Source: an optimization exercise on an open RTL-to-GDS flow (aim: small area and few clock cycles). Production flows keep margins and buffers that such runs may drop.
Only simulation tests tie the RTL to the original design; equivalence was not proved.
Power is estimated from default activity; no workload was simulated.

Design sorted_priority_queue_top, start of the top module:
module sorted_priority_queue_top (
    input  logic        i_clk,
    input  logic        i_rst_n,
    input  logic        s_axis_tvalid,
    output logic        s_axis_tready,
    input  logic [31:0] s_axis_tdata,   
    input  logic [1:0]  s_axis_tuser,   
    output logic        m_axis_tvalid,
    input  logic        m_axis_tready,
    output logic [39:0] m_axis_tdata,   
    output logic [1:0]  m_axis_tuser    
);
    localparam int DEPTH = spq_pkg::DEPTH;
    localparam int KEY_W = spq_pkg::KEY_W;
    localparam int TAG_W = spq_pkg::TAG_W;
    localparam int CNT_W = spq_pkg::CNT_W;
    logic [KEY_W-1:0] w_key;
    logic [TAG_W-1:0] w_tag;
    logic [1:0]       w_op;
    logic             w_fire;
    logic             w_full;
    logic [DEPTH-1:0] w_valid;
    logic [DEPTH-1:0] w_gt;
    logic [DEPTH-1:0] w_eq;
    logic [KEY_W-1:0] w_skey [DEPTH];
    logic [TAG_W-1:0] w_stag [DEPTH];
    logic [DEPTH-1:0] w_cand;
    logic [DEPTH-1:0] w_sel;
    logic             w_found;
    logic [DEPTH-1:0] w_free;
    logic             w_ins;
    logic             w_rem;
    logic [1:0]       w_status;
    logic             w_res;
    logic [DEPTH-1:0] r_before [DEPTH];   
    logic [CNT_W-1:0] r_count;
    logic             r_out_valid;
    logic [1:0]       r_status;
    logic             r_hit;
    logic [3:0]       r_idx;
    logic [3:0]       w_idx;
    assign s_axis_tready = !r_out_valid || m_axis_tready;
    assign w_fire        = s_axis_tvalid && s_axis_tready;
    assign w_op          = s_axis_tuser;
  ...
Size: about 2300 cells after synthesis, about 660 flip-flops, ~82 I/O pins, roughly 31000 µm² of cells after synthesis.
export LEC_CHECK = 0
export CAP_MARGIN = 0
export CORE_MARGIN = 2
export CORE_UTILIZATION = 40
export CTS_BUF_LIST = sky130_fd_sc_hd__clkbuf_16
export CTS_CLUSTER_DIAMETER = 100
export CTS_CLUSTER_SIZE = 26
export SLEW_MARGIN = 0
create_clock -name core_clock -period 5.5 [get_ports {i_clk}]
standard.sh (not shown) runs the stock make flow with config.mk's settings and CLKGATE_MAP_FILE= SYNTH_SCRIPT=/design/flow/synth_recipe.tcl, a recipe that flattens the netlist after the stock synthesis.
==> flow/flow/run.sh <==
#!/bin/bash
# Own layout flow: the standard flow (standard.sh) with two changes.
#  - Synthesis maps the logic with flow/area.abc, an area-oriented ABC
#    script, through flow/synth.tcl, which otherwise runs synth_recipe.tcl
#    unchanged (same registers, flattening and renaming).
#  - Ports are buffered with sky130_fd_sc_hd__buf_1 cells.
# Every step's full output is in orfs/logs/; make's own output is in
# own_flow_make.log and the DEF export's in own_flow_def.log.
set -euo pipefail
W="$PWD"
export FLOW_WORK="$W"
export MY_ABC_SCRIPT="$W/flow/area.abc"
sed -e "s#\(SYNTH_SCRIPT=\)[^ ]*/synth_recipe\.tcl#\1$W/flow/synth.tcl#" \
    -e "s#CLKGATE_MAP_FILE= #CLKGATE_MAP_FILE= 'BUFFER_PORTS_ARGS=-buffer_cell sky130_fd_sc_hd__buf_1' #" \
    -e "s#^\(\s*openroad .*\)\$#\1 > $W/own_flow_def.log 2>\&1#" \
    standard.sh > "$W/own_standard.sh"
grep -q "SYNTH_SCRIPT=$W/flow/synth.tcl" "$W/own_standard.sh"
grep -q "BUFFER_PORTS_ARGS" "$W/own_standard.sh"
bash "$W/own_standard.sh" finish > "$W/own_flow_make.log" 2>&1
test -s "$W/out/final.def"
==> flow/flow/area.abc <==
strash
&get -n
&fraig -x
&put
dc2
strash
&get -n
&dch -f
&nf -R 1000 {D}
&put
dnsize {D}
==> flow/flow/synth.tcl <==
# The standard synthesis (synth_recipe.tcl), with one change: the logic is
# mapped with the ABC script named by MY_ABC_SCRIPT (an area-oriented mapping)
# in place of ORFS's speed script. Registers, flattening and renaming are
# untouched.
proc abc {args} {
  set i [lsearch -exact $args -script]
  if {$i >= 0} { set args [lreplace $args $i [expr {$i + 1}]] }
  set i [lsearch -exact $args -D]
  if {$i >= 0} { set args [lreplace $args $i [expr {$i + 1}]] }
  lappend args -script $::env(MY_ABC_SCRIPT) -D 4000
  puts "own flow abc: $args"
  yosys abc {*}$args
}
source $::env(FLOW_WORK)/synth_recipe.tcl
The starting point produced a clean layout.
Testbench counts at the start, summed over its fixed seeds: cycles 24,008.
Then changed:
==> flow/flow/area.abc (replaced) <==
strash
&get -n
&fraig -x
&put
dc2
strash
&get -n
&dch -f
&if -a -K 6
&put
strash
&get -n
&dch -f
&nf -R 1000 {D}
&put
dnsize {D}
--- a/flow/config.mk
+++ b/flow/config.mk
@@ -9,3 +9,3 @@
 export CORE_MARGIN = 2
-export CORE_UTILIZATION = 40
+export CORE_UTILIZATION = 55
 export CTS_BUF_LIST = sky130_fd_sc_hd__clkbuf_16
Setup slack got worse by 0.11 ns.
Count of clock-buffer cells in the layout goes down by 5.
Cell area falls by about 1.4%.
Clock skew stays flat.
Routed wire length grows by 2.1%.
Critical path depth is unchanged.
Then changed:
==> flow/run.sh (new file) <==
#!/bin/bash
# synth_recipe.tcl (not shown) runs the flow's synth.tcl, then flattens the netlist and writes it again
# the make line also repeats each setting of config.mk as NAME=value (left out here)
make -C /OpenROAD-flow-scripts/flow DESIGN_CONFIG=/design/flow/config.mk WORK_HOME=/design/flow/orfs CLKGATE_MAP_FILE= SYNTH_SCRIPT=/design/flow/synth_recipe.tcl finish
--- a/flow/config.mk
+++ b/flow/config.mk
@@ -9,6 +9,3 @@
 export CORE_MARGIN = 2
-export CORE_UTILIZATION = 55
-export CTS_BUF_LIST = sky130_fd_sc_hd__clkbuf_16
-export CTS_CLUSTER_DIAMETER = 100
-export CTS_CLUSTER_SIZE = 26
+export CORE_UTILIZATION = 50
 export SLEW_MARGIN = 0
removed: flow/flow/run.sh
removed: flow/flow/area.abc
removed: flow/flow/synth.tcl
removed: flow/standard.sh
What happened: Routed wire length rises by about 5.6%; critical path depth falls by 1; clock power rises by 89%; utilization falls by 3.3 points; design area rises by 14%; non-clock buffer count rises by 29.

-- afterwards: timing with drivers on the ports --
The flow's constraints put no driver on any port. The routed layouts listed below were extracted and timed again, unchanged, in two steps.
Step 1 assumes that a clkbuf_16 drives the clock port and a buf_2 every other input.
Step 2 adds t to the input delays and takes it off the output delays; t is the mean of the earliest and latest rising clock arrival at the registers after step 1. Input paths then give back, and output paths get back, about the clock's delay inside the block.
a / b / c = ideal / step 1 / step 2; a / b = the first two.
| run | shift t [ns] | setup slack, ns | worst register clock-pin slew, ns | worst data-port slew with drivers (ns) | cell pins on the clock port's net |
|---|---|---|---|---|---|
| the first run | 0.659 | 0.851 / 0.790 / 0.415 | 0.11 / 0.11 | 0.08 | 1 |
| the second run | 0.724 | 0.743 / 0.679 / 0.096 | 0.11 / 0.11 | 0.10 | 1 |
| the third run | 0.673 | 0.490 / 0.423 / 0.011 | 0.06 / 0.06 | 0.05 | 1 |
After both steps setup and hold are still met in every run listed. The setup slack of the second run, which loses most, moves by -0.064 ns with the drivers and by -0.647 ns with both steps.
